This is an optimization exercise on Yosys and OpenROAD, whose aim is a short achievable clock period and few clock cycles per item, not a production implementation.
Function was checked by simulation only, so behaviour that the tests miss may differ from the original.

==> design.v <==
`default_nettype none
package ohlc_pkg;
  localparam int unsigned TIME_W  = 32;
  localparam int unsigned PRICE_W = 40;
  localparam int unsigned BW_W    = 17;
  localparam int unsigned END_W   = TIME_W + 1;
  localparam int unsigned MUL_W   = 23;    
  localparam int unsigned NFINE   = 17;    
  localparam int unsigned NWIN    = 2 * NFINE;    
  localparam logic [BW_W-1:0] BIN_WIDTH_RESET = BW_W'(3600);
  localparam int unsigned     MAX_GAP_BARS_DEF = 16;
  localparam int unsigned APB_DATA_W = 32;
  localparam int unsigned APB_ADDR_W = 2;
  localparam logic [APB_ADDR_W-1:0] REG_BIN_WIDTH = APB_ADDR_W'(0);
  typedef struct packed {
    logic               bar_v;
    logic               bar_norm;    
    logic [TIME_W-1:0]  bar_time;
    logic [PRICE_W-1:0] bar_o;
    logic [PRICE_W-1:0] bar_h;
    logic [PRICE_W-1:0] bar_l;
    logic [PRICE_W-1:0] bar_c;
    logic               last;        
    logic [4:0]         nbm1;        
    logic [4:0]         g_cnt;       
    logic               g_trunc;     
    logic [TIME_W-1:0]  g_time;      
    logic [TIME_W-1:0]  g_time2;     
    logic [PRICE_W-1:0] g_price;
  } entry_t;
  localparam int unsigned ENTRY_W = 310;    
endpackage
`default_nettype wire
`default_nettype none
import ohlc_pkg::*;
module ohlc_div (
  input  wire logic              clk_i,
  input  wire logic              rst_ni,
  input  wire logic              start_i,
  input  wire logic [END_W-1:0]  dm1_i,
  input  wire logic [END_W-1:0]  tw_i,      
  input  wire logic [BW_W-1:0]   w_i,
  input  wire logic [MUL_W-1:0]  w3_i,      
  output logic                   done_o,    
  output logic [END_W-1:0]       end_o
);
  localparam int unsigned RW = 36;
  typedef enum logic [2:0] {
    S_IDLE  = 3'd0,
    S_NORM1 = 3'd1,
    S_NORM2 = 3'd2,
    S_ITER  = 3'd3,
    S_FIN   = 3'd4
  } st_e;
  st_e               st_q;
  logic [RW-1:0]     r_q;
  logic [RW-1:0]     ws1_q;     
  logic [RW-1:0]     ws3_q;     
  logic [5:0]        sh_q;
  logic [4:0]        cnt_q;
  logic [END_W-1:0]  twm1_q;    
  function automatic logic [5:0] lzc(input logic [RW-1:0] v);
    lzc = 6'(RW);
    for (int i = 0; i < RW; i++) begin
      if (v[i]) lzc = 6'(RW - 1 - i);
    end
  endfunction
  logic [5:0]    sh;
  logic [RW-1:0] d1, d2, d3;
  always_comb begin
    sh  = lzc(RW'(w_i)) - lzc(r_q);
    d1  = r_q - ws1_q;
    d2  = r_q - {ws1_q[RW-2:0], 1'b0};
    d3  = r_q - ws3_q;
  end
  always_ff @(posedge clk_i or negedge rst_ni) begin
    if (!rst_ni) begin
      st_q <= S_IDLE;
    end else begin
      case (st_q)
        S_IDLE:  if (start_i) st_q <= S_NORM1;
        S_NORM1: st_q <= S_NORM2;
        S_NORM2: st_q <= S_ITER;
        S_ITER:  if (cnt_q == '0) st_q <= S_FIN;
        default: st_q <= S_IDLE;
      endcase
    end
  end
  always_ff @(posedge clk_i) begin
    case (st_q)
      S_IDLE: begin
        r_q    <= RW'(dm1_i);
        twm1_q <= tw_i - END_W'(1);
      end
      S_NORM1: begin
        sh_q <= sh + 6'(sh[0]);
      end
      S_NORM2: begin
        ws1_q <= RW'(w_i)  << sh_q;
        ws3_q <= RW'(w3_i) << sh_q;
        cnt_q <= 5'(sh_q >> 1);
      end
      S_ITER: begin
        if (!d3[RW-1])      r_q <= d3;
        else if (!d2[RW-1]) r_q <= d2;
        else if (!d1[RW-1]) r_q <= d1;
        ws1_q <= ws1_q >> 2;
        ws3_q <= ws3_q >> 2;
        cnt_q <= cnt_q - 5'd1;
      end
      default: ;
    endcase
  end
  assign done_o = (st_q == S_FIN);
  assign end_o  = twm1_q - END_W'(r_q);
endmodule
`default_nettype wire
`default_nettype none
import ohlc_pkg::*;
module ohlc_ctrl #(
  parameter int unsigned DEPTH = 8
) (
  input  wire logic              clk_i,
  input  wire logic              rst_ni,
  input  wire logic [BW_W-1:0]   w_i,
  input  wire logic [1:0]        push_i,
  input  ohlc_pkg::entry_t       entry1_i,
  input  ohlc_pkg::entry_t       entry2_i,
  output logic                   room_o,
  input  wire logic              out_ready_i,
  output logic                   out_valid_o,
  output logic [TIME_W-1:0]      bar_time_o,
  output logic [PRICE_W-1:0]     bar_open_o,
  output logic [PRICE_W-1:0]     bar_high_o,
  output logic [PRICE_W-1:0]     bar_low_o,
  output logic [PRICE_W-1:0]     bar_close_o,
  output logic [1:0]             bar_kind_o,
  output logic                   bar_dropped_o,
  output logic                   bar_last_o
);
  localparam int unsigned PW = $clog2(DEPTH);
  logic [DEPTH-1:0][ENTRY_W-1:0] mem_q;
  logic [PW-1:0]      wp_q, rp_q;
  logic [DEPTH-1:0]   wsel_q;      
  logic [PW:0]        cnt_q;
  logic [PW:0]        cnt_n;
  logic               room_q;
  logic [4:0]         pos_q;       
  logic [TIME_W-1:0]  gt_q;        
  logic               pend_q;
  logic               valid_q;
  ohlc_pkg::entry_t   hd;
  logic               fire;
  logic               pop;
  logic               first;
  logic               is_bar;
  logic               done;
  assign room_o = room_q;
  assign cnt_n  = cnt_q + (PW+1)'(push_i) - (PW+1)'(pop);
  assign hd     = mem_q[rp_q];
  assign fire   = (cnt_q != '0) && (!valid_q || out_ready_i);
  always_comb begin
    first  = (pos_q == '0);
    is_bar = first && hd.bar_v;
    done   = (pos_q == hd.nbm1);
    pop    = fire && done;
  end
  always_ff @(posedge clk_i or negedge rst_ni) begin
    if (!rst_ni) begin
      wp_q    <= '0;
      wsel_q  <= DEPTH'(1);
      rp_q    <= '0;
      cnt_q   <= '0;
      room_q  <= 1'b1;
      pos_q   <= '0;
      pend_q  <= 1'b0;
      valid_q <= 1'b0;
    end else begin
      wp_q   <= wp_q + PW'(push_i);
      if (push_i == 2'd1) wsel_q <= {wsel_q[DEPTH-2:0], wsel_q[DEPTH-1]};
      if (push_i == 2'd2) wsel_q <= {wsel_q[DEPTH-3:0], wsel_q[DEPTH-1:DEPTH-2]};
      if (pop) rp_q <= rp_q + PW'(1);
      cnt_q  <= cnt_n;
      room_q <= (cnt_n <= (PW+1)'(DEPTH - 2));
      if (fire) begin
        pos_q  <= done ? 5'd0 : (pos_q + 5'd1);
        pend_q <= !is_bar && done && hd.g_trunc;
      end
      if (fire) valid_q <= 1'b1;
      else if (out_ready_i) valid_q <= 1'b0;
    end
  end
  always_ff @(posedge clk_i) begin
    for (int i = 0; i < DEPTH; i++) begin
      if (room_q && wsel_q[i])                   mem_q[i] <= entry1_i;
      if (room_q && wsel_q[(i + DEPTH - 1) % DEPTH]) mem_q[i] <= entry2_i;
    end
    if (fire) begin
      if (is_bar)     gt_q <= hd.g_time;
      else if (first) gt_q <= hd.g_time2;
      else            gt_q <= gt_q + TIME_W'(w_i);
      bar_dropped_o <= pend_q;
      bar_last_o    <= done && hd.last;
      if (is_bar) begin
        bar_time_o  <= hd.bar_time;
        bar_open_o  <= hd.bar_o;
        bar_high_o  <= hd.bar_h;
        bar_low_o   <= hd.bar_l;
        bar_close_o <= hd.bar_c;
        bar_kind_o  <= hd.bar_norm ? 2'd1 : 2'd0;
      end else begin
        bar_time_o  <= first ? hd.g_time : gt_q;
        bar_open_o  <= hd.g_price;
        bar_high_o  <= hd.g_price;
        bar_low_o   <= hd.g_price;
        bar_close_o <= hd.g_price;
        bar_kind_o  <= 2'd2;
      end
    end
  end
  assign out_valid_o = valid_q;
endmodule
`default_nettype wire
`default_nettype none
import ohlc_pkg::*;
module ohlc_dp (
  input  wire logic                     clk_i,
  input  wire logic                     rst_ni,
  input  wire logic [BW_W-1:0]          w_i,
  input  wire logic [NWIN:1][MUL_W-1:0] mul_i,    
  input  wire logic                     in_valid_i,
  output logic                          in_take_o,
  input  wire logic [TIME_W-1:0]        in_time_i,
  input  wire logic [PRICE_W-1:0]       in_price_i,
  input  wire logic                     in_eob_i,
  input  wire logic                     q_room_i,    
  output logic [1:0]                    push_o,      
  output ohlc_pkg::entry_t              entry1_o,
  output ohlc_pkg::entry_t              entry2_o
);
  localparam int unsigned SW = END_W + 2;    
  logic                 r_v_q;
  logic [TIME_W-1:0]    r_t_q;
  logic [PRICE_W-1:0]   r_p_q;
  logic                 r_eob_q;
  logic [END_W-1:0]     r_tw_q;       
  logic [TIME_W-1:0]    r_t2w_q;      
  logic [NWIN:0]        r_c_q;        
  logic [NFINE:0]       r_s_q;        
  logic                 r_prev_q;     
  logic                 r_prst_q;     
  logic                 r_hx_q, r_hy_q;    
  logic                 r_lx_q, r_ly_q;    
  logic                 open_q;
  logic                 filled_q;
  logic                 busy_q;
  logic [END_W-1:0]     end_q;
  logic [PRICE_W-1:0]   o_q, h_q, l_q, px_q;
  logic [TIME_W-1:0]    t_q, tw_q;           
  logic [TIME_W-1:0]    t2w_q;               
  logic [TIME_W-1:0]    key_q, kw_q;         
  logic [TIME_W-1:0]    k2w_q;               
  logic                 go;
  logic                 load;
  logic [NWIN:0]        cmp;
  logic [NFINE:0]       c;
  logic [NFINE:1][END_W-1:0] cand;
  logic [NFINE:1]       sel;
  logic [END_W-1:0]     end_fine;
  logic                 crs;
  logic                 far;
  logic                 slow;
  logic                 a_crs;
  logic [4:0]           hm1;
  logic [4:0]           shown;
  logic                 trunc;
  logic                 restart;
  logic                 hi_up, lo_dn;
  logic [PRICE_W-1:0]   o_n, h_n, l_n;
  logic                 div_done;
  logic [END_W-1:0]     div_end;
  assign go        = r_v_q && !busy_q && q_room_i;
  assign load      = (!r_v_q || go) && !(go && slow) && !busy_q;
  assign in_take_o = load;
  logic [SW-1:0]           a, b;
  logic [NWIN:1][SW-1:0]   d, sm, cy, tot;
  logic [END_W-1:0] cref;    
  always_comb begin
    cref = open_q ? end_q : r_tw_q;
    cmp[0] = {1'b0, in_time_i} > cref;
    for (int i = 1; i <= NWIN; i++) begin
      a   = {3'b000, in_time_i};
      b   = ~{2'b00, cref};
      d[i]   = ~{{(SW-MUL_W){1'b0}}, mul_i[i]};
      sm[i]  = a ^ b ^ d[i];
      cy[i]  = (a & b) | (a & d[i]) | (b & d[i]);
      tot[i] = sm[i] + {cy[i][SW-2:0], 1'b1};
      cmp[i] = !tot[i][SW-1];
    end
  end
  always_ff @(posedge clk_i or negedge rst_ni) begin
    if (!rst_ni) begin
      r_v_q     <= 1'b0;
    end else if (load) begin
      r_v_q     <= in_valid_i;
    end else if (go) begin
      r_v_q     <= 1'b0;
    end
  end
  always_ff @(posedge clk_i) begin
    if (load) begin
      r_t_q    <= in_time_i;
      r_p_q    <= in_price_i;
      r_eob_q  <= in_eob_i;
      r_tw_q   <= {1'b0, in_time_i} + END_W'(w_i);
      r_t2w_q  <= in_time_i + TIME_W'({w_i, 1'b0});
      r_prev_q <= go;
      r_prst_q <= restart;
      r_s_q    <= (go && crs && !far) ? {sel, 1'b0} : (NFINE+1)'(1);
      r_c_q    <= cmp;
      r_hx_q   <= in_price_i > r_p_q;
      r_hy_q   <= in_price_i > h_q;
      r_lx_q   <= in_price_i < r_p_q;
      r_ly_q   <= in_price_i < l_q;
    end
  end
  always_comb begin
    for (int j = 0; j <= NFINE; j++) begin
      c[j] = 1'b0;
      for (int s = 0; s <= NFINE; s++) c[j] = c[j] | (r_s_q[s] && r_c_q[s + j]);
    end
    for (int k = 1; k <= NFINE; k++) cand[k] = end_q + END_W'(mul_i[k]);
    sel[1] = !c[1];
    for (int k = 2; k <= NFINE; k++) sel[k] = c[k-1] && !c[k];
    end_fine = '0;
    for (int k = 1; k <= NFINE; k++) end_fine = end_fine | (sel[k] ? cand[k] : '0);
    hm1 = '0;
    for (int k = 1; k <= NFINE; k++) hm1 = hm1 | (sel[k] ? 5'(k - 1) : 5'd0);
  end
  always_comb begin
    crs      = open_q && c[0];
    far      = c[NFINE];
    slow     = crs && far && !r_eob_q;
    a_crs    = crs && filled_q;
    restart  = !filled_q || crs;
    trunc    = far || (!filled_q && sel[NFINE]);
    if (!crs)       shown = 5'd0;
    else if (trunc) shown = 5'd16;
    else            shown = filled_q ? hm1 : (hm1 + 5'd1);
    if (!r_prev_q) begin
      hi_up = r_hy_q;
      lo_dn = r_ly_q;
    end else if (r_prst_q) begin
      hi_up = r_hx_q;
      lo_dn = r_lx_q;
    end else begin
      hi_up = r_hx_q && r_hy_q;
      lo_dn = r_lx_q && r_ly_q;
    end
    o_n      = restart ? px_q : o_q;
    h_n      = (restart || hi_up) ? r_p_q : h_q;
    l_n      = (restart || lo_dn) ? r_p_q : l_q;
  end
  always_comb begin
    entry1_o.bar_v    = !open_q || !crs || filled_q;
    entry1_o.bar_norm = open_q;
    if (!open_q) begin
      entry1_o.bar_time = r_t_q;
      entry1_o.bar_o    = r_p_q;
      entry1_o.bar_h    = r_p_q;
      entry1_o.bar_l    = r_p_q;
      entry1_o.bar_c    = r_p_q;
    end else if (crs) begin
      entry1_o.bar_time = t_q;
      entry1_o.bar_o    = o_q;
      entry1_o.bar_h    = h_q;
      entry1_o.bar_l    = l_q;
      entry1_o.bar_c    = px_q;
    end else begin
      entry1_o.bar_time = r_t_q;
      entry1_o.bar_o    = o_n;
      entry1_o.bar_h    = h_n;
      entry1_o.bar_l    = l_n;
      entry1_o.bar_c    = r_p_q;
    end
    entry1_o.last    = !(crs && r_eob_q);
    entry1_o.g_cnt   = shown;
    entry1_o.g_trunc = crs && trunc;
    entry1_o.g_time  = a_crs ? tw_q : kw_q;
    entry1_o.g_time2 = k2w_q;
    if (!crs)       entry1_o.nbm1 = 5'd0;
    else if (trunc) entry1_o.nbm1 = filled_q ? 5'd16 : 5'd15;
    else            entry1_o.nbm1 = hm1;
    entry1_o.g_price = px_q;
    entry2_o.bar_v    = 1'b1;
    entry2_o.bar_norm = 1'b1;
    entry2_o.bar_time = r_t_q;
    entry2_o.bar_o    = px_q;
    entry2_o.bar_h    = r_p_q;
    entry2_o.bar_l    = r_p_q;
    entry2_o.bar_c    = r_p_q;
    entry2_o.last     = 1'b1;
    entry2_o.g_cnt    = '0;
    entry2_o.g_trunc  = 1'b0;
    entry2_o.g_time   = '0;
    entry2_o.g_time2  = '0;
    entry2_o.nbm1     = '0;
    entry2_o.g_price  = '0;
    if (!go)                      push_o = 2'd0;
    else if (!open_q)             push_o = 2'd1;
    else if (crs && r_eob_q)      push_o = 2'd2;
    else if (crs || r_eob_q)      push_o = 2'd1;
    else                          push_o = 2'd0;
  end
  always_ff @(posedge clk_i or negedge rst_ni) begin
    if (!rst_ni) begin
      open_q   <= 1'b0;
      filled_q <= 1'b0;
      busy_q   <= 1'b0;
    end else begin
      if (go) begin
        open_q   <= !r_eob_q;
        filled_q <= open_q && !r_eob_q;
        busy_q   <= slow;
      end else if (div_done) begin
        busy_q   <= 1'b0;
      end
    end
  end
  always_ff @(posedge clk_i) begin
    if (go) begin
      px_q <= r_p_q;
      t_q  <= r_t_q;
      tw_q  <= r_tw_q[TIME_W-1:0];
      t2w_q <= r_t2w_q;
      if (!open_q) begin
        end_q <= r_tw_q;
        key_q <= r_t_q;
        kw_q  <= r_tw_q[TIME_W-1:0];
        k2w_q <= r_t2w_q;
      end else begin
        if (crs && !far) end_q <= end_fine;
        if (a_crs) begin
          key_q <= t_q;
          kw_q  <= tw_q;
          k2w_q <= t2w_q;
        end
        o_q <= o_n;
        h_q <= h_n;
        l_q <= l_n;
      end
    end else if (div_done) begin
      end_q <= div_end;
    end
  end
  ohlc_div u_div (
    .clk_i   (clk_i),
    .rst_ni  (rst_ni),
    .start_i (go && slow),
    .dm1_i   ({1'b0, r_t_q} - end_q - END_W'(1)),
    .tw_i    (r_tw_q),
    .w_i     (w_i),
    .w3_i    (mul_i[3]),
    .done_o  (div_done),
    .end_o   (div_end)
  );
endmodule
`default_nettype wire
`default_nettype none
import ohlc_pkg::*;
module ohlc_bar_aggregator_top #(
  parameter int unsigned MAX_GAP_BARS = MAX_GAP_BARS_DEF
) (
  input  wire logic                  clk_i,
  input  wire logic                  rst_ni,
  input  wire logic                  trade_valid_i,
  output logic                       trade_ready_o,
  input  wire logic [TIME_W-1:0]     trade_time_i,
  input  wire logic [PRICE_W-1:0]    trade_price_i,
  input  wire logic                  trade_end_of_batch_i,
  output logic                       bar_valid_o,
  input  wire logic                  bar_ready_i,
  output logic [TIME_W-1:0]          bar_time_o,
  output logic [PRICE_W-1:0]         bar_open_o,
  output logic [PRICE_W-1:0]         bar_high_o,
  output logic [PRICE_W-1:0]         bar_low_o,
  output logic [PRICE_W-1:0]         bar_close_o,
  output logic [1:0]                 bar_kind_o,
  output logic                       bar_gaps_dropped_o,
  output logic                       bar_last_result_o,
  input  wire logic                  psel,
  input  wire logic                  penable,
  input  wire logic                  pwrite,
  input  wire logic [APB_ADDR_W-1:0] paddr,
  input  wire logic [APB_DATA_W-1:0] pwdata,
  output logic [APB_DATA_W-1:0]      prdata,
  output logic                       pready
);
  logic [BW_W-1:0]            bin_width_q;
  logic [BW_W-1:0]            w_q;
  logic [NWIN:1][MUL_W-1:0]   mul_q;
  logic [1:0]                 cfg_wait_q;
  logic [APB_DATA_W-1:0]      prdata_q;
  always_ff @(posedge clk_i or negedge rst_ni) begin
    if (!rst_ni) begin
      bin_width_q <= BIN_WIDTH_RESET;
      cfg_wait_q  <= 2'd3;
      prdata_q    <= '0;
    end else begin
      if (psel && penable && pwrite && (paddr == REG_BIN_WIDTH)) begin
        bin_width_q <= pwdata[BW_W-1:0];
        cfg_wait_q  <= 2'd3;
      end else if (cfg_wait_q != '0) begin
        cfg_wait_q  <= cfg_wait_q - 2'd1;
      end
      prdata_q <= (paddr == REG_BIN_WIDTH) ? APB_DATA_W'(bin_width_q) : '0;
    end
  end
  assign pready = 1'b1;
  assign prdata = prdata_q;
  logic [7:0][MUL_W-1:0] mlo_q;
  logic [4:0][MUL_W-1:0] mhi_q;
  always_ff @(posedge clk_i) begin
    w_q <= (bin_width_q == '0) ? BW_W'(1) : bin_width_q;
    for (int j = 0; j < 8; j++) mlo_q[j] <= MUL_W'(w_q) * MUL_W'(j);
    for (int i = 0; i < 5; i++) mhi_q[i] <= MUL_W'(w_q) * MUL_W'(8 * i);
    for (int k = 1; k <= NWIN; k++) begin
      mul_q[k] <= mlo_q[k % 8] + mhi_q[k / 8];
    end
  end
  logic [TIME_W-1:0]  iq0_t_q, iq1_t_q;
  logic [PRICE_W-1:0] iq0_p_q, iq1_p_q;
  logic               iq0_eob_q, iq1_eob_q;
  logic [1:0]         iq_cnt_q;
  logic               ready_q;
  logic               acc;
  logic               take;
  logic               deq;
  logic [1:0]         iq_cnt_n;
  assign acc = trade_valid_i && ready_q;
  assign deq = take && (iq_cnt_q != '0);
  assign iq_cnt_n = iq_cnt_q + 2'(acc) - 2'(deq);
  always_ff @(posedge clk_i or negedge rst_ni) begin
    if (!rst_ni) begin
      iq_cnt_q <= '0;
      ready_q  <= 1'b0;
    end else begin
      iq_cnt_q <= iq_cnt_n;
      ready_q  <= (iq_cnt_n < 2'd2) && (cfg_wait_q == '0) &&
                  !(psel && penable && pwrite);
    end
  end
  always_ff @(posedge clk_i) begin
    if (iq_cnt_q == 2'd2) begin
      if (deq) begin
        iq0_t_q   <= iq1_t_q;
        iq0_p_q   <= iq1_p_q;
        iq0_eob_q <= iq1_eob_q;
      end
    end else if ((iq_cnt_q == '0) || deq) begin
      iq0_t_q   <= trade_time_i;
      iq0_p_q   <= trade_price_i;
      iq0_eob_q <= trade_end_of_batch_i;
    end
    if ((iq_cnt_q == 2'd1) && !deq) begin
      iq1_t_q   <= trade_time_i;
      iq1_p_q   <= trade_price_i;
      iq1_eob_q <= trade_end_of_batch_i;
    end
  end
  assign trade_ready_o = ready_q;
  logic [1:0]       push;
  logic             room;
  ohlc_pkg::entry_t entry1;
  ohlc_pkg::entry_t entry2;
  ohlc_dp u_dp (
    .clk_i      (clk_i),
    .rst_ni     (rst_ni),
    .w_i        (w_q),
    .mul_i      (mul_q),
    .in_valid_i (iq_cnt_q != '0),
    .in_take_o  (take),
    .in_time_i  (iq0_t_q),
    .in_price_i (iq0_p_q),
    .in_eob_i   (iq0_eob_q),
    .q_room_i   (room),
    .push_o     (push),
    .entry1_o   (entry1),
    .entry2_o   (entry2)
  );
  ohlc_ctrl u_ctrl (
    .clk_i         (clk_i),
    .rst_ni        (rst_ni),
    .w_i           (w_q),
    .push_i        (push),
    .entry1_i      (entry1),
    .entry2_i      (entry2),
    .room_o        (room),
    .out_ready_i   (bar_ready_i),
    .out_valid_o   (bar_valid_o),
    .bar_time_o    (bar_time_o),
    .bar_open_o    (bar_open_o),
    .bar_high_o    (bar_high_o),
    .bar_low_o     (bar_low_o),
    .bar_close_o   (bar_close_o),
    .bar_kind_o    (bar_kind_o),
    .bar_dropped_o (bar_gaps_dropped_o),
    .bar_last_o    (bar_last_result_o)
  );
endmodule
`default_nettype wire
==> run.sh <==
#!/bin/bash
# synth_recipe.tcl (not shown) runs the flow's synth.tcl, then flattens the netlist and writes it again
# the make line also repeats each setting of config.mk as NAME=value (left out here)
make -C /OpenROAD-flow-scripts/flow DESIGN_CONFIG=/design/flow/config.mk WORK_HOME=/design/flow/orfs CLKGATE_MAP_FILE= SYNTH_SCRIPT=/design/flow/synth_recipe.tcl finish
==> config.mk <==
export PLATFORM = sky130hd
export DESIGN_NAME = ohlc_bar_aggregator_top
export DESIGN_NICKNAME = ohlc_bar_aggregator_top
export VERILOG_FILES = /design/flow/design.v
export SDC_FILE = /design/flow/constraint.sdc
export NUM_CORES = 4
export LEC_CHECK = 0
export ABC_CLOCK_PERIOD_IN_PS = 3000
export CAP_MARGIN = 20
export CORE_MARGIN = 2
export CORE_UTILIZATION = 40
export PLACE_DENSITY = 0.6
export SETUP_SLACK_MARGIN = 3
export SLEW_MARGIN = 20
==> constraint.sdc <==
create_clock -name core_clock -period 7.0 [get_ports {clk_i}]
set_input_delay 1.4000 -clock core_clock [delete_from_list [all_inputs] [get_ports {clk_i}]]
set_output_delay 1.4000 -clock core_clock [all_outputs]
set_load 0.01 [all_outputs]
==> results of run 1 <==
## worst max-delay path: cells and delay by family (launching register included)
kind	cells	cell delay [ps]
AO/OA/AOI/OAI	9	2220
buffers and inverters	3	290
AND/OR/NAND/NOR	4	320
adder cells (fa/ha/maj)	2	760
flip-flops	1	490
## layout by cell type (no fill, tap or decap), types with 96 or more instances in the layout
cell type / instances
buf_4: 822
xor2_1: 245
o21ai_1: 148
mux4_2: 610
a21oi_1: 882
o21a_1: 123
mux2i_1: 311
nand2b_1: 165
fa_1: 656
mux2_2: 287
o21bai_1: 97
and3_1: 101
inv_1: 1117
clkinv_2: 96
ha_1: 1662
nor3_1: 190
a21o_1: 468
nor2_1: 811
o21ai_0: 2127
buf_6: 117
buf_12: 142
a21oi_2: 172
a22o_1: 1222
edfxtp_1: 2608
nor2b_1: 212
nand4_1: 162
dfxtp_1: 1393
xnor2_1: 541
clkbuf_16: 469
o211ai_1: 104
nand2_1: 1724
nand3_1: 213
clkdlybuf4s50_1: 312
a22oi_1: 101
## logic make-up after synthesis
| group | after synthesis | share of synthesized area |
|---|---|---|
| other cells | 2 | 0.0000310 |
| xor+xnor | 823 | 0.0297 |
| compound gates | 6544 | 0.175 |
| buf+inv | 2526 | 0.0397 |
| mux | 1300 | 0.0872 |
| fa+ha+maj | 2405 | 0.145 |
| simple gates | 4058 | 0.0763 |
| flops | 4089 | 0.447 |
## routing by layer
metal | vias to the layer above | wire length (µm) | GRT usage
met5 | - | 245 | 0
met4 | 22 | 75500 | 0.187
met3 | 2688 | 110000 | 0.0619
met2 | 12000 | 434000 | 0.479
met1 | 97000 | 383000 | 0.412
li1 | 82300 | - | -
## worst max path at each step
stage                               from        endpoint  cells past startpoint
after floorplan           u_dp.r_c_q[14]       iq1_eob_q                     11
after global placement    u_dp.r_s_q[14]     iq0_p_q[22]                     13
after global routing         u_dp.open_q  u_dp.r_c_q[27]                     19
after detailed placement   u_dp.r_s_q[1]     iq0_p_q[22]                     12
after CTS                    u_dp.open_q  u_dp.r_c_q[27]                     19
final                        u_dp.open_q  u_dp.r_c_q[30]                     18
## through the flow
step	util	setup slack [ps]	setup TNS [ps]
after floorplan	-	-3460	-252540
after global placement	0.424	1420	0
after detailed placement	0.425	1470	0
after CTS	0.463	2680	0
after global routing	0.473	2580	0
final	0.473	2620	0
## final cells by class
class / instances / area share
multi-input combinational: 15200 / 0.463
sequential: 4089 / 0.380
timing repair buffer: 1457 / 0.0525
clock buffer: 606 / 0.0442
tap: 8036 / 0.0353
inverter: 1160 / 0.0159
clock inverter: 243 / 0.00851
antenna: 34 / 0.000298
## timing repair
item	CTS	global route
hold endpoints to repair	0	0
cloned	24	13
hold buffers	0	0
buffers inserted	386	205
endpoints found under the setup margin	3104	1128
pin swaps	324	398
resized for setup	890	852
==> metrics.cfg, run 1 <==
[sta]
skew_ps=120
drv_slew=0
finalCriticalPeriod_ps=4380
maxSlewHeadroom=0.0995
max_freq_mhz=228
whs_ps=260
rsz0062_at_grt=true
setup_viol_count_final=0
tightest_slew_ps=1350
fin_crit_sh=0.626
timing_hold_violations_final=0

[logic_synthesis]
yosysMostFrequentCell=edfxtp_1
yosys_warnings=4
netlist_top_cells_area=edfxtp_1, dfxtp_1, ha_1
yosysTopAreaCell=edfxtp_1
ys_ff_latch=4089
synthCells=21700
synth_flop_cell=edfxtp_1
synth_enable_flop_cells=2608
synth_common_cells=edfxtp_1, o21ai_0, nand2_1
async_flop_share=0.0169
synth_top_cell_area_share=0.323
synth.avg_cell_area_um2=11.1
synth.distinct_cells=115
seq_area_frac_synth=0.447
netlist_area_mm2=0.242

[cells_and_area]
reg.largest.list=u_ctrl.mem_q (2440), mul_q (420)
max_flop_register=u_ctrl.mem_q
stdcell_area_mm2=0.285
multi_input_area_mm2=0.132
fin_cells=30800
fin_nets=24800
drive_above_1_share=0.176
largest_reg_flops=2440
seq_area_mm2=0.108
fill_cells=54300
area_delta_synth_final_pct=17.6

[detailed_routing]
drc=0
dr.pass1.iters=8
drt-initial-drc-count=25600
vias=194000
wirelength_um=1000000
via_per_inst=6.30
ant_nets=0
wl_per_cell_um=32.6

[critical_path]
crit_path_frequent_cell=a21o_1
worstPathRequired_ps=7840
reg2reg_to=u_dp.r_c_q[30]
crit_path_cell_trace=buf_12, nand2_2, a21boi_4, inv_4, fa_1, inv_1, ha_1, a21o_1, a21o_1, a21o_1, a21oi_2, nor2b_1, o21ai_1, nand2b_1, a21oi_4, nor2b_1, o211ai_1, a21oi_1
cpPeakStageDelay_ps=700
endpoint_kind=flip-flop
timing.rr.start=u_dp.open_q
start_kind=flip-flop
path_max_fanout=7
worstPathArrival_ps=5220
r2r_setup_slack_ps=2620
critPathSlowestCell=o211ai_1
criticalPathCategory=reg -> reg
ff2ff_path_depth=18

[floorplan]
coreArea_mm2=0.603
rows=285
chipWidth_um=783
die_h_um=783
start_util=0.402
fp.dieArea_mm2=0.612
num_io_pins=345

[global_route]
antenna_found_initial=79
grt_use_total=0.313
grt_pass1_vias=185000
grt_pass1_wl_um=1390000
grt_start_max_net_pins=129
globalRouteOverflowTotal=0

[placement]
dpl_cell_area_mm2=0.256
portBuffers=313
globalplace.congestion=1.03
hpwl_um=666000
place_inst=29300

[clock_tree]
clk_pin_slew_ps=60
clock_sinks=4089
numCtsBuffers=449
htree_levels=5
root_buffer=clkbuf_16
clock_path_buffers=4
cts_tree=built
clk_latency_ps=1160

[outcome]
status=no timing/DRC/antenna violations

[job]
max_cap_viol_count=0

[worst_hold_path]
hold_path.class=in -> async

Testbench counts, summed over its fixed seeds: cycles 6,060, trades 4,696.
==> inputs of run 2 (changes only) <==
--- a/design.v
+++ b/design.v
@@ -23,11 +23,8 @@
     logic               last;        
     logic [4:0]         nbm1;        
-    logic [4:0]         g_cnt;       
     logic               g_trunc;     
     logic [TIME_W-1:0]  g_time;      
-    logic [TIME_W-1:0]  g_time2;     
-    logic [PRICE_W-1:0] g_price;
   } entry_t;
-  localparam int unsigned ENTRY_W = 310;    
+  localparam int unsigned ENTRY_W = 233;    
 endpackage
 `default_nettype wire
@@ -41,5 +38,4 @@
   input  wire logic [END_W-1:0]  tw_i,      
   input  wire logic [BW_W-1:0]   w_i,
-  input  wire logic [MUL_W-1:0]  w3_i,      
   output logic                   done_o,    
   output logic [END_W-1:0]       end_o
@@ -56,7 +52,6 @@
   logic [RW-1:0]     r_q;
   logic [RW-1:0]     ws1_q;     
-  logic [RW-1:0]     ws3_q;     
   logic [5:0]        sh_q;
-  logic [4:0]        cnt_q;
+  logic [5:0]        cnt_q;
   logic [END_W-1:0]  twm1_q;    
   function automatic logic [5:0] lzc(input logic [RW-1:0] v);
@@ -67,10 +62,8 @@
   endfunction
   logic [5:0]    sh;
-  logic [RW-1:0] d1, d2, d3;
+  logic [RW-1:0] d1;
   always_comb begin
     sh  = lzc(RW'(w_i)) - lzc(r_q);
     d1  = r_q - ws1_q;
-    d2  = r_q - {ws1_q[RW-2:0], 1'b0};
-    d3  = r_q - ws3_q;
   end
   always_ff @(posedge clk_i or negedge rst_ni) begin
@@ -94,18 +87,14 @@
       end
       S_NORM1: begin
-        sh_q <= sh + 6'(sh[0]);
+        sh_q <= sh;
       end
       S_NORM2: begin
-        ws1_q <= RW'(w_i)  << sh_q;
-        ws3_q <= RW'(w3_i) << sh_q;
-        cnt_q <= 5'(sh_q >> 1);
+        ws1_q <= RW'(w_i) << sh_q;
+        cnt_q <= sh_q;
       end
       S_ITER: begin
-        if (!d3[RW-1])      r_q <= d3;
-        else if (!d2[RW-1]) r_q <= d2;
-        else if (!d1[RW-1]) r_q <= d1;
-        ws1_q <= ws1_q >> 2;
-        ws3_q <= ws3_q >> 2;
-        cnt_q <= cnt_q - 5'd1;
+        if (!d1[RW-1]) r_q <= d1;
+        ws1_q <= ws1_q >> 1;
+        cnt_q <= cnt_q - 6'd1;
       end
       default: ;
@@ -119,5 +108,5 @@
 import ohlc_pkg::*;
 module ohlc_ctrl #(
-  parameter int unsigned DEPTH = 8
+  parameter int unsigned DEPTH = 16
 ) (
   input  wire logic              clk_i,
@@ -198,5 +187,5 @@
     if (fire) begin
       if (is_bar)     gt_q <= hd.g_time;
-      else if (first) gt_q <= hd.g_time2;
+      else if (first) gt_q <= hd.bar_time;
       else            gt_q <= gt_q + TIME_W'(w_i);
       bar_dropped_o <= pend_q;
@@ -211,8 +200,8 @@
       end else begin
         bar_time_o  <= first ? hd.g_time : gt_q;
-        bar_open_o  <= hd.g_price;
-        bar_high_o  <= hd.g_price;
-        bar_low_o   <= hd.g_price;
-        bar_close_o <= hd.g_price;
+        bar_open_o  <= hd.bar_c;
+        bar_high_o  <= hd.bar_c;
+        bar_low_o   <= hd.bar_c;
+        bar_close_o <= hd.bar_c;
         bar_kind_o  <= 2'd2;
       end
@@ -255,4 +244,7 @@
   logic                 filled_q;
   logic                 busy_q;
+  logic                 redo_q;       
+  logic                 eonly_q;      
+  logic [1:0]           rnd_q;        
   logic [END_W-1:0]     end_q;
   logic [PRICE_W-1:0]   o_q, h_q, l_q, px_q;
@@ -262,8 +254,13 @@
   logic [TIME_W-1:0]    k2w_q;               
   logic                 go;
+  logic                 goe;
+  logic                 adv;
+  logic                 divs;
+  logic                 consume;
   logic                 load;
+  logic [TIME_W-1:0]    ct;
+  logic [NFINE:1]       sele;
   logic [NWIN:0]        cmp;
   logic [NFINE:0]       c;
-  logic [NFINE:1][END_W-1:0] cand;
   logic [NFINE:1]       sel;
   logic [END_W-1:0]     end_fine;
@@ -273,5 +270,4 @@
   logic                 a_crs;
   logic [4:0]           hm1;
-  logic [4:0]           shown;
   logic                 trunc;
   logic                 restart;
@@ -280,21 +276,33 @@
   logic                 div_done;
   logic [END_W-1:0]     div_end;
-  assign go        = r_v_q && !busy_q && q_room_i;
-  assign load      = (!r_v_q || go) && !(go && slow) && !busy_q;
+  localparam logic [1:0] MAXR = 2'd2;
+  assign go        = r_v_q && !busy_q && !redo_q && !eonly_q && q_room_i;
+  assign goe       = r_v_q && eonly_q && !redo_q && !busy_q;
+  assign adv       = (go && slow) || (goe && far && (rnd_q != MAXR));
+  assign divs      = goe && far && (rnd_q == MAXR);
+  assign consume   = (go && !slow) || (goe && !far) || divs;
+  assign load      = (!r_v_q || consume) && !busy_q && !divs;
   assign in_take_o = load;
-  logic [SW-1:0]           a, b;
-  logic [NWIN:1][SW-1:0]   d, sm, cy, tot;
-  logic [END_W-1:0] cref;    
+  localparam int unsigned LO = MUL_W;
+  localparam int unsigned LW = LO + 2;
+  logic [LW-1:0]           a, b;
+  logic [NWIN:0][LW-1:0]   d, sm, cy, ls;
+  logic [END_W-LO:0]       dhi;
+  logic                    hi_ge2, hi_eq1, hi_eq0;
   always_comb begin
-    cref = open_q ? end_q : r_tw_q;
-    cmp[0] = {1'b0, in_time_i} > cref;
-    for (int i = 1; i <= NWIN; i++) begin
-      a   = {3'b000, in_time_i};
-      b   = ~{2'b00, cref};
-      d[i]   = ~{{(SW-MUL_W){1'b0}}, mul_i[i]};
+    ct     = redo_q ? r_t_q : in_time_i;
+    dhi    = {2'b00, ct[TIME_W-1:LO]} - {1'b0, end_q[END_W-1:LO]};
+    hi_eq0 = (dhi == '0);
+    hi_eq1 = (dhi == (END_W-LO+1)'(1));
+    hi_ge2 = !dhi[END_W-LO] && !hi_eq0 && !hi_eq1;
+    a = {2'b00, ct[LO-1:0]};
+    b = ~{2'b00, end_q[LO-1:0]};
+    for (int i = 0; i <= NWIN; i++) begin
+      d[i]   = (i == 0) ? '1 : ~{2'b00, mul_i[(i == 0) ? 1 : i]};
       sm[i]  = a ^ b ^ d[i];
       cy[i]  = (a & b) | (a & d[i]) | (b & d[i]);
-      tot[i] = sm[i] + {cy[i][SW-2:0], 1'b1};
-      cmp[i] = !tot[i][SW-1];
+      ls[i]  = sm[i] + {cy[i][LW-2:0], 1'b1};
+      cmp[i] = hi_ge2 || (hi_eq1 && !(ls[i][LW-1] && !ls[i][LW-2])) ||
+               (hi_eq0 && !ls[i][LW-1]);
     end
   end
@@ -304,5 +312,5 @@
     end else if (load) begin
       r_v_q     <= in_valid_i;
-    end else if (go) begin
+    end else if (consume) begin
       r_v_q     <= 1'b0;
     end
@@ -317,5 +325,5 @@
       r_prev_q <= go;
       r_prst_q <= restart;
-      r_s_q    <= (go && crs && !far) ? {sel, 1'b0} : (NFINE+1)'(1);
+      r_s_q    <= ((go && crs) || goe) ? {sele, 1'b0} : (NFINE+1)'(1);
       r_c_q    <= cmp;
       r_hx_q   <= in_price_i > r_p_q;
@@ -323,6 +331,13 @@
       r_lx_q   <= in_price_i < r_p_q;
       r_ly_q   <= in_price_i < l_q;
+    end else if (redo_q) begin
+      r_s_q    <= (NFINE+1)'(1);
+      r_c_q    <= cmp;
     end
   end
+  localparam int unsigned CL = 22;
+  logic [NFINE:1][CL:0]    clo;
+  logic [END_W-1:CL]       ehi1;
+  logic                    csel;
   always_comb begin
     for (int j = 0; j <= NFINE; j++) begin
@@ -330,9 +345,19 @@
       for (int s = 0; s <= NFINE; s++) c[j] = c[j] | (r_s_q[s] && r_c_q[s + j]);
     end
-    for (int k = 1; k <= NFINE; k++) cand[k] = end_q + END_W'(mul_i[k]);
+    ehi1 = end_q[END_W-1:CL] + (END_W-CL)'(1);
+    for (int k = 1; k <= NFINE; k++) begin
+      clo[k]  = {1'b0, end_q[CL-1:0]} + (CL+1)'(mul_i[k]);
+    end
     sel[1] = !c[1];
     for (int k = 2; k <= NFINE; k++) sel[k] = c[k-1] && !c[k];
+    sele = sel;
+    sele[NFINE] = c[NFINE-1];
     end_fine = '0;
-    for (int k = 1; k <= NFINE; k++) end_fine = end_fine | (sel[k] ? cand[k] : '0);
+    csel     = 1'b0;
+    for (int k = 1; k <= NFINE; k++) begin
+      end_fine[CL-1:0] = end_fine[CL-1:0] | (sele[k] ? clo[k][CL-1:0] : '0);
+      csel             = csel | (sele[k] && clo[k][CL]);
+    end
+    end_fine[END_W-1:CL] = csel ? ehi1 : end_q[END_W-1:CL];
     hm1 = '0;
     for (int k = 1; k <= NFINE; k++) hm1 = hm1 | (sel[k] ? 5'(k - 1) : 5'd0);
@@ -345,7 +370,4 @@
     restart  = !filled_q || crs;
     trunc    = far || (!filled_q && sel[NFINE]);
-    if (!crs)       shown = 5'd0;
-    else if (trunc) shown = 5'd16;
-    else            shown = filled_q ? hm1 : (hm1 + 5'd1);
     if (!r_prev_q) begin
       hi_up = r_hy_q;
@@ -372,5 +394,5 @@
       entry1_o.bar_c    = r_p_q;
     end else if (crs) begin
-      entry1_o.bar_time = t_q;
+      entry1_o.bar_time = filled_q ? t_q : k2w_q;
       entry1_o.bar_o    = o_q;
       entry1_o.bar_h    = h_q;
@@ -385,12 +407,9 @@
     end
     entry1_o.last    = !(crs && r_eob_q);
-    entry1_o.g_cnt   = shown;
     entry1_o.g_trunc = crs && trunc;
     entry1_o.g_time  = a_crs ? tw_q : kw_q;
-    entry1_o.g_time2 = k2w_q;
     if (!crs)       entry1_o.nbm1 = 5'd0;
     else if (trunc) entry1_o.nbm1 = filled_q ? 5'd16 : 5'd15;
     else            entry1_o.nbm1 = hm1;
-    entry1_o.g_price = px_q;
     entry2_o.bar_v    = 1'b1;
     entry2_o.bar_norm = 1'b1;
@@ -401,10 +420,7 @@
     entry2_o.bar_c    = r_p_q;
     entry2_o.last     = 1'b1;
-    entry2_o.g_cnt    = '0;
     entry2_o.g_trunc  = 1'b0;
     entry2_o.g_time   = '0;
-    entry2_o.g_time2  = '0;
     entry2_o.nbm1     = '0;
-    entry2_o.g_price  = '0;
     if (!go)                      push_o = 2'd0;
     else if (!open_q)             push_o = 2'd1;
@@ -418,12 +434,19 @@
       filled_q <= 1'b0;
       busy_q   <= 1'b0;
+      redo_q   <= 1'b0;
+      eonly_q  <= 1'b0;
+      rnd_q    <= '0;
     end else begin
       if (go) begin
         open_q   <= !r_eob_q;
         filled_q <= open_q && !r_eob_q;
-        busy_q   <= slow;
-      end else if (div_done) begin
-        busy_q   <= 1'b0;
       end
+      if (divs) busy_q <= 1'b1;
+      else if (div_done) busy_q <= 1'b0;
+      redo_q <= adv;
+      if (redo_q) eonly_q <= 1'b1;
+      else if (consume) eonly_q <= 1'b0;
+      if (go) rnd_q <= '0;
+      else if (goe && adv) rnd_q <= rnd_q + 2'd1;
     end
   end
@@ -435,10 +458,9 @@
       t2w_q <= r_t2w_q;
       if (!open_q) begin
-        end_q <= r_tw_q;
         key_q <= r_t_q;
         kw_q  <= r_tw_q[TIME_W-1:0];
         k2w_q <= r_t2w_q;
       end else begin
-        if (crs && !far) end_q <= end_fine;
+        if (crs) end_q <= end_fine;
         if (a_crs) begin
           key_q <= t_q;
@@ -450,16 +472,20 @@
         l_q <= l_n;
       end
+    end else if (goe) begin
+      end_q <= end_fine;
     end else if (div_done) begin
       end_q <= div_end;
     end
+    if (load && (go ? r_eob_q : !open_q)) begin
+      end_q <= {1'b0, in_time_i} + END_W'(w_i);
+    end
   end
   ohlc_div u_div (
     .clk_i   (clk_i),
     .rst_ni  (rst_ni),
-    .start_i (go && slow),
+    .start_i (divs),
     .dm1_i   ({1'b0, r_t_q} - end_q - END_W'(1)),
     .tw_i    (r_tw_q),
     .w_i     (w_i),
-    .w3_i    (mul_i[3]),
     .done_o  (div_done),
     .end_o   (div_end)
==> metrics.cfg, run 2 <==
[floorplan]
die_h_um=871
chipWidth_um=871
fp.dieArea_mm2=0.758
rows=318
coreArea_mm2=0.749
num_io_pins=345
start_util=0.401

[logic_synthesis]
netlist_area_mm2=0.300
synth_top_cell_area_share=0.411
yosysTopAreaCell=edfxtp_1
synth_flop_cell=edfxtp_1
synth_common_cells=o21ai_0, edfxtp_1, nand2_1
netlist_top_cells_area=edfxtp_1, mux4_2, ha_1
yosys_warnings=4
synth.distinct_cells=115
seq_area_frac_synth=0.495
ys_ff_latch=5357
synth_enable_flop_cells=4110
synth.avg_cell_area_um2=11.6
async_flop_share=0.0155
synthCells=26000
yosysMostFrequentCell=o21ai_0

[cells_and_area]
drive_above_1_share=0.168
fin_cells=36800
fill_cells=67600
layout_common_cells=o21ai_0, edfxtp_1, nand2_1
largest_reg_flops=3728
final_core_util=0.464
reg.largest.list=u_ctrl.mem_q (3728), mul_q (420)
stdcell_area_mm2=0.348
fin_nets=29100
area_delta_synth_final_pct=15.8
max_flop_register=u_ctrl.mem_q
layout_commonest_cell=o21ai_0

[global_route]
grt_start_max_net_pins=144
grt_use_total=0.305
grt_pass1_wl_um=1680000
grt_pass1_vias=226000
antenna_found_initial=78
globalRouteOverflowTotal=0

[sta]
max_freq_mhz=215
drv_slew=0
setup_viol_count_final=0
whs_ps=300
maxSlewHeadroom=0.146
fin_crit_sh=0.665
timing_hold_violations_final=0
tightest_slew_ps=1280
finalCriticalPeriod_ps=4650
fin_setup_tns_ps=0
skew_ps=151
layout_setup_ws_ps=2350
rsz0062_at_grt=true

[detailed_routing]
drc=0
dr.pass1.iters=8
drt-initial-drc-count=30500
vias=231000
wirelength_um=1210000
via_per_inst=6.28
wl_per_cell_um=32.7
ant_nets=0

[clock_tree]
htree_levels=6
clk_pin_slew_ps=60
root_buffer=clkbuf_16
clk_latency_ps=1230
clock_path_buffers=4
numCtsBuffers=598
cts_tree=built
clock_sinks=5357

[critical_path]
start_kind=flip-flop
r2r_setup_slack_ps=2350
crit_path_cell_trace=buf_12, mux2i_4, inv_1, fa_2, ha_1, a21o_1, a21o_1, a21o_1, a21o_1, a21o_1, a21oi_4, o211ai_1, a31oi_4, o211ai_1, a41oi_2, a2111o_1, o311ai_1
worstPathRequired_ps=7840
endpoint_kind=flip-flop
criticalPathCategory=reg -> reg
worstPathArrival_ps=5490
path_max_fanout=7
critPathSlowestCell=dfrtp_4
cpPeakStageDelay_ps=440
crit_path_frequent_cell=a21o_1

[placement]
globalplace.congestion=0.998
dpl_cell_area_mm2=0.316
place_inst=35100
place_ws_ps=1330
portBuffers=313
hpwl_um=762000

[outcome]
status=no timing/DRC/antenna violations

[job]
max_cap_viol_count=0

[worst_hold_path]
hold_path.class=in -> async

## run 2: changes by cell type in the layout (fill, tap and decap cells not counted), moves of 150 or more
cell | before | now
o21ai_0 | 2127 | 4242
edfxtp_1 | 2608 | 4110
nand2_1 | 1724 | 3177
a22o_1 | 1222 | 63
mux4_2 | 610 | 1157
ha_1 | 1662 | 1917
dfxtp_1 | 1393 | 1141
mux2i_1 | 311 | 161
## run 2: critical path: cells and delay by family, from the launching register on
family,cells,cell delay [ps]
AOI/OAI and AO/OA,12,2600
adders and majority gates,2,660
buffers and inverters,2,290
DFF,1,440
muxes,1,310
## run 2: area by class of cell
class,count,area (µm²),area share
Antenna cell,53,133,0.000381
Sequential cell,5357,149000,0.428
Timing Repair inverter,5,51.3,0.000147
Timing Repair Buffer,1547,15400,0.0442
Multi-Input combinational cell,17700,147000,0.423
Tap cell,9920,12400,0.0357
Inverter,1151,4880,0.0140
Clock inverter,292,2760,0.00792
Clock buffer,780,16200,0.0466
## run 2: final timing paths
path                            cells past startpoint        endpoint         from
worst min register to register                      0      mul_q[692]   mlo_q[163]
worst min-delay path                                1  u_ctrl.valid_q       rst_ni
worst max-delay path                               17  u_dp.r_c_q[25]  u_dp.redo_q
min in group core_clock                             0      mul_q[692]   mlo_q[163]
max in group asynchronous                           2  bin_width_q[8]       rst_ni
worst max register to register                     17  u_dp.r_c_q[25]  u_dp.redo_q
## run 2: cell families (layout without fill, tap and decap cells)
kind of cell	count (synthesis)	in the layout	share of synthesized area
buffers and inverters	2927	3775	0.0381
xor gates and xnor gates	711	711	0.0207
other	2	69	0.0000250
AOI/OAI and AO/OA	7237	7239	0.138
DFF	5357	5357	0.495
muxes	1607	1607	0.103
adders and majority gates	2645	2645	0.127
and+or+nand+nor	5496	5510	0.0786
## run 2: per-layer routing
| layer | vias up | GRT usage | share of wire |
|---|---|---|---|
| li1 | 96400 | - | - |
| met1 | 116000 | 0.370 | 0.35 |
| met2 | 15200 | 0.486 | 0.46 |
| met3 | 3609 | 0.0691 | 0.11 |
| met4 | 20 | 0.205 | 0.083 |
| met5 | - | 0.00175 | 0.00025 |
## run 2: timing repair
action	in CTS	in global routing
resized for setup	1171	547
setup buffers	315	216
hold endpoints to repair	0	0
pin swaps	311	336
setup endpoints to repair	5225	2113
hold buffers	0	0
cloned	27	5
Testbench counts of run 2, summed over its fixed seeds: cycles 5,701, trades 4,696.
==> inputs of run 3 (changes only) <==
--- a/design.v
+++ b/design.v
@@ -223,4 +223,9 @@
   input  wire logic [PRICE_W-1:0]       in_price_i,
   input  wire logic                     in_eob_i,
+  input  wire logic                     in_eonly_i,   
+  output logic                          back_o,       
+  output logic [TIME_W-1:0]             back_time_o,
+  output logic [PRICE_W-1:0]            back_price_o,
+  output logic                          back_eob_o,
   input  wire logic                     q_room_i,    
   output logic [1:0]                    push_o,      
@@ -244,5 +249,4 @@
   logic                 filled_q;
   logic                 busy_q;
-  logic                 redo_q;       
   logic                 eonly_q;      
   logic [1:0]           rnd_q;        
@@ -259,5 +263,4 @@
   logic                 consume;
   logic                 load;
-  logic [TIME_W-1:0]    ct;
   logic [NFINE:1]       sele;
   logic [NWIN:0]        cmp;
@@ -277,11 +280,15 @@
   logic [END_W-1:0]     div_end;
   localparam logic [1:0] MAXR = 2'd2;
-  assign go        = r_v_q && !busy_q && !redo_q && !eonly_q && q_room_i;
-  assign goe       = r_v_q && eonly_q && !redo_q && !busy_q;
+  assign go        = r_v_q && !busy_q && !eonly_q && q_room_i;
+  assign goe       = r_v_q && eonly_q && !busy_q;
   assign adv       = (go && slow) || (goe && far && (rnd_q != MAXR));
   assign divs      = goe && far && (rnd_q == MAXR);
   assign consume   = (go && !slow) || (goe && !far) || divs;
   assign load      = (!r_v_q || consume) && !busy_q && !divs;
-  assign in_take_o = load;
+  assign in_take_o    = load;
+  assign back_o       = adv;
+  assign back_time_o  = r_t_q;
+  assign back_price_o = r_p_q;
+  assign back_eob_o   = r_eob_q;
   localparam int unsigned LO = MUL_W;
   localparam int unsigned LW = LO + 2;
@@ -291,10 +298,9 @@
   logic                    hi_ge2, hi_eq1, hi_eq0;
   always_comb begin
-    ct     = redo_q ? r_t_q : in_time_i;
-    dhi    = {2'b00, ct[TIME_W-1:LO]} - {1'b0, end_q[END_W-1:LO]};
+    dhi    = {2'b00, in_time_i[TIME_W-1:LO]} - {1'b0, end_q[END_W-1:LO]};
     hi_eq0 = (dhi == '0);
     hi_eq1 = (dhi == (END_W-LO+1)'(1));
     hi_ge2 = !dhi[END_W-LO] && !hi_eq0 && !hi_eq1;
-    a = {2'b00, ct[LO-1:0]};
+    a = {2'b00, in_time_i[LO-1:0]};
     b = ~{2'b00, end_q[LO-1:0]};
     for (int i = 0; i <= NWIN; i++) begin
@@ -312,5 +318,5 @@
     end else if (load) begin
       r_v_q     <= in_valid_i;
-    end else if (consume) begin
+    end else if (consume || adv) begin
       r_v_q     <= 1'b0;
     end
@@ -331,7 +337,4 @@
       r_lx_q   <= in_price_i < r_p_q;
       r_ly_q   <= in_price_i < l_q;
-    end else if (redo_q) begin
-      r_s_q    <= (NFINE+1)'(1);
-      r_c_q    <= cmp;
     end
   end
@@ -434,5 +437,4 @@
       filled_q <= 1'b0;
       busy_q   <= 1'b0;
-      redo_q   <= 1'b0;
       eonly_q  <= 1'b0;
       rnd_q    <= '0;
@@ -444,7 +446,5 @@
       if (divs) busy_q <= 1'b1;
       else if (div_done) busy_q <= 1'b0;
-      redo_q <= adv;
-      if (redo_q) eonly_q <= 1'b1;
-      else if (consume) eonly_q <= 1'b0;
+      if (load) eonly_q <= in_eonly_i;
       if (go) rnd_q <= '0;
       else if (goe && adv) rnd_q <= rnd_q + 2'd1;
@@ -477,5 +477,5 @@
       end_q <= div_end;
     end
-    if (load && (go ? r_eob_q : !open_q)) begin
+    if ((go && r_eob_q) || (!r_v_q && !busy_q && !open_q)) begin
       end_q <= {1'b0, in_time_i} + END_W'(w_i);
     end
@@ -555,7 +555,7 @@
     end
   end
-  logic [TIME_W-1:0]  iq0_t_q, iq1_t_q;
-  logic [PRICE_W-1:0] iq0_p_q, iq1_p_q;
-  logic               iq0_eob_q, iq1_eob_q;
+  localparam int unsigned IQW = TIME_W + PRICE_W + 2;    
+  logic [2:0][IQW-1:0] iq_q;
+  logic [2:0][IQW-1:0] iq_n;
   logic [1:0]         iq_cnt_q;
   logic               ready_q;
@@ -563,8 +563,30 @@
   logic               take;
   logic               deq;
+  logic               back;
+  logic [TIME_W-1:0]  back_t;
+  logic [PRICE_W-1:0] back_p;
+  logic               back_eob;
+  logic [1:0]         iq_pos;
   logic [1:0]         iq_cnt_n;
   assign acc = trade_valid_i && ready_q;
   assign deq = take && (iq_cnt_q != '0);
-  assign iq_cnt_n = iq_cnt_q + 2'(acc) - 2'(deq);
+  assign iq_cnt_n = iq_cnt_q + 2'(acc) + 2'(back) - 2'(deq);
+  always_comb begin
+    if (back) begin
+      iq_n[0] = {back_t, back_p, back_eob, 1'b1};
+      iq_n[1] = iq_q[0];
+      iq_n[2] = iq_q[1];
+      iq_pos  = iq_cnt_q + 2'd1;
+    end else if (deq) begin
+      iq_n[0] = iq_q[1];
+      iq_n[1] = iq_q[2];
+      iq_n[2] = iq_q[2];
+      iq_pos  = iq_cnt_q - 2'd1;
+    end else begin
+      iq_n    = iq_q;
+      iq_pos  = iq_cnt_q;
+    end
+    if (acc) iq_n[iq_pos] = {trade_time_i, trade_price_i, trade_end_of_batch_i, 1'b0};
+  end
   always_ff @(posedge clk_i or negedge rst_ni) begin
     if (!rst_ni) begin
@@ -578,20 +600,5 @@
   end
   always_ff @(posedge clk_i) begin
-    if (iq_cnt_q == 2'd2) begin
-      if (deq) begin
-        iq0_t_q   <= iq1_t_q;
-        iq0_p_q   <= iq1_p_q;
-        iq0_eob_q <= iq1_eob_q;
-      end
-    end else if ((iq_cnt_q == '0) || deq) begin
-      iq0_t_q   <= trade_time_i;
-      iq0_p_q   <= trade_price_i;
-      iq0_eob_q <= trade_end_of_batch_i;
-    end
-    if ((iq_cnt_q == 2'd1) && !deq) begin
-      iq1_t_q   <= trade_time_i;
-      iq1_p_q   <= trade_price_i;
-      iq1_eob_q <= trade_end_of_batch_i;
-    end
+    iq_q <= iq_n;
   end
   assign trade_ready_o = ready_q;
@@ -607,7 +614,12 @@
     .in_valid_i (iq_cnt_q != '0),
     .in_take_o  (take),
-    .in_time_i  (iq0_t_q),
-    .in_price_i (iq0_p_q),
-    .in_eob_i   (iq0_eob_q),
+    .in_time_i    (iq_q[0][IQW-1 -: TIME_W]),
+    .in_price_i   (iq_q[0][PRICE_W+1:2]),
+    .in_eob_i     (iq_q[0][1]),
+    .in_eonly_i   (iq_q[0][0]),
+    .back_o       (back),
+    .back_time_o  (back_t),
+    .back_price_o (back_p),
+    .back_eob_o   (back_eob),
     .q_room_i   (room),
     .push_o     (push),
==> metrics.cfg, run 3 <==
[detailed_routing]
ant_nets=0
drt-initial-drc-count=33700
dr.pass1.iters=9
wl_per_cell_um=33.2
drc=0
vias=241000
wirelength_um=1270000
via_per_inst=6.29

[critical_path]
path_buf_inv=2
cpPeakStageDelay_ps=700
endpoint_kind=flip-flop
crit_path_cell_trace=bufinv_16, buf_4, ha_1, and2_1, a221o_1, a2111o_1, nand2_4, xnor2_4, a222oi_1, nand4_1, o22ai_1, a21oi_1
worstPathRequired_ps=7830
r2r_setup_slack_ps=2580
worstPathArrival_ps=5250
critPathSlowestCell=a222oi_1
path_max_fanout=11
crit_family=compound AO/OA/AOI/OAI gates
criticalPathCategory=reg -> reg
start_kind=flip-flop

[logic_synthesis]
yosysTopAreaCell=edfxtp_1
netlist_top_cells_area=edfxtp_1, dfxtp_1, mux4_2
synth.distinct_cells=115
ys_ff_latch=5432
synth_top_cell_area_share=0.389
synth_flop_cell=edfxtp_1
seq_area_frac_synth=0.487
synth_common_cells=o21ai_0, edfxtp_1, nand2_1
synthCells=27300
netlist_area_mm2=0.306
yosys_warnings=4
yosysMostFrequentCell=o21ai_0
async_flop_share=0.0151
synth_enable_flop_cells=3964
synth.avg_cell_area_um2=11.2

[placement]
globalplace.congestion=0.999
hpwl_um=793000
portBuffers=313
place_ws_ps=1140
dpl_cell_area_mm2=0.322

[global_route]
grt_pass1_vias=234000
globalRouteOverflowTotal=0
grt_pass1_wl_um=1750000
antenna_found_initial=113
grt_use_total=0.316
grt_start_max_net_pins=137

[cells_and_area]
reg.largest.list=u_ctrl.mem_q (3728), mul_q (420), iq_q (222)
stdcell_area_mm2=0.352
fin_nets=30300
seq_area_mm2=0.149
fill_cells=68900
multi_input_area_mm2=0.150
area_delta_synth_final_pct=15.2
drive_above_1_share=0.154
layout_commonest_cell=o21ai_0
layout_common_cells=o21ai_0, edfxtp_1, nand2_1
largest_reg_flops=3728
max_flop_register=u_ctrl.mem_q
final_core_util=0.462

[sta]
fin_crit_sh=0.632
drv_slew=0
fin_setup_tns_ps=0
max_freq_mhz=226
layout_setup_ws_ps=2580
rsz0062_at_grt=true
tightest_slew_ps=1340
finalCriticalPeriod_ps=4420
timing_hold_violations_final=0
whs_ps=292
maxSlewHeadroom=0.103
skew_ps=156
setup_viol_count_final=0

[floorplan]
fp.dieArea_mm2=0.771
start_util=0.401
chipWidth_um=878
num_io_pins=345
die_h_um=878
rows=321
coreArea_mm2=0.763

[clock_tree]
clock_sinks=5432
clk_latency_ps=1200
cts_tree=built
clock_path_buffers=4
clk_pin_slew_ps=70
htree_levels=6
numCtsBuffers=609
hold_buffers=0
root_buffer=clkbuf_16

[worst_hold_path]
hold_path.class=in -> async

[outcome]
status=no timing/DRC/antenna violations

[job]
max_cap_viol_count=0

run 3: routing by layer:
metal  part of all wire  track usage  vias to the layer above  wire length (µm)
met2               0.44        0.491                    15900            563000
met4              0.085        0.215                       64            108000
met3               0.12       0.0744                     3871            147000
li1                   -            -                   101000                 -
met1               0.36        0.392                   120000            455000
met5            0.00033            0                        -               418
run 3: repair_timing:
action / CTS / global route
pin swaps: 261 / 240
cloned: 35 / 13
resized for setup: 824 / 433
setup buffers: 314 / 91
endpoints found under the setup margin: 5648 / 790
run 3: cell families after synthesis:
family | count (synthesis) | share of synthesized area
AO/OA/AOI/OAI | 7612 | 0.144
flip-flops | 5432 | 0.487
multiplexers | 1525 | 0.0981
buffers and inverters | 3003 | 0.0383
XOR/XNOR | 728 | 0.0209
AND/OR/NAND/NOR | 6340 | 0.0883
other | 2 | 0.0000246
adder cells (fa/ha/maj) | 2623 | 0.124
run 3: through the flow:
step	std cells
global route	38300
floorplan	27300
CTS	38100
global placement	36600
finish	38300
detailed placement	36600
run 3: path summary, 6_finish.rpt:
check | end | cells past startpoint | start
max in group asynchronous | u_ctrl.rp_q[0] | 2 | rst_ni
max | u_dp.end_q[14] | 12 | u_dp.end_q[4]
max reg2reg | u_dp.end_q[14] | 12 | u_dp.end_q[4]
min | ready_q | 1 | rst_ni
min reg2reg | mul_q[646] | 0 | mlo_q[117]
min in group core_clock | mul_q[646] | 0 | mlo_q[117]
run 3: layout make-up:
cell class / instances / area share
Clock inverter: 275 / 0.00800
Timing Repair inverter: 7 / 0.000167
Timing Repair Buffer: 1516 / 0.0440
Inverter: 1110 / 0.0129
Antenna cell: 90 / 0.000640
Multi-Input combinational cell: 18900 / 0.427
Tap cell: 10200 / 0.0361
Sequential cell: 5432 / 0.423
Clock buffer: 842 / 0.0476
Testbench counts of run 3, summed over its fixed seeds: cycles 5,701, trades 4,696.

## port drivers added, routing unchanged
The flow's constraints put no driver on any port. The routed layouts listed below were extracted and timed again, unchanged, in two steps. Step 1: set_driving_cell puts a clkbuf_16 on clk_i and a buf_2 on each other input, an assumption about the parent block. Step 2 also shifts input and output timing later by t, the mid clock arrival at the registers, as if the neighbouring blocks saw the same clock. a / b / c = no drivers / after step 1 / after step 2; a / b = the first two.
run	t, ns	slack for setup (ns)	slew at the worst register clock pin (ns)
run 1	1.206	2.619 / 2.619 / 2.368	0.07 / 0.07
run 2	1.297	2.345 / 2.345 / 2.345	0.07 / 0.07
run 3	1.269	2.578 / 2.578 / 2.578	0.07 / 0.07
After both steps every run listed still meets setup and hold. For run 1, which loses most, drivers alone change the setup slack by 0.000 ns; drivers and shift together by -0.251 ns.
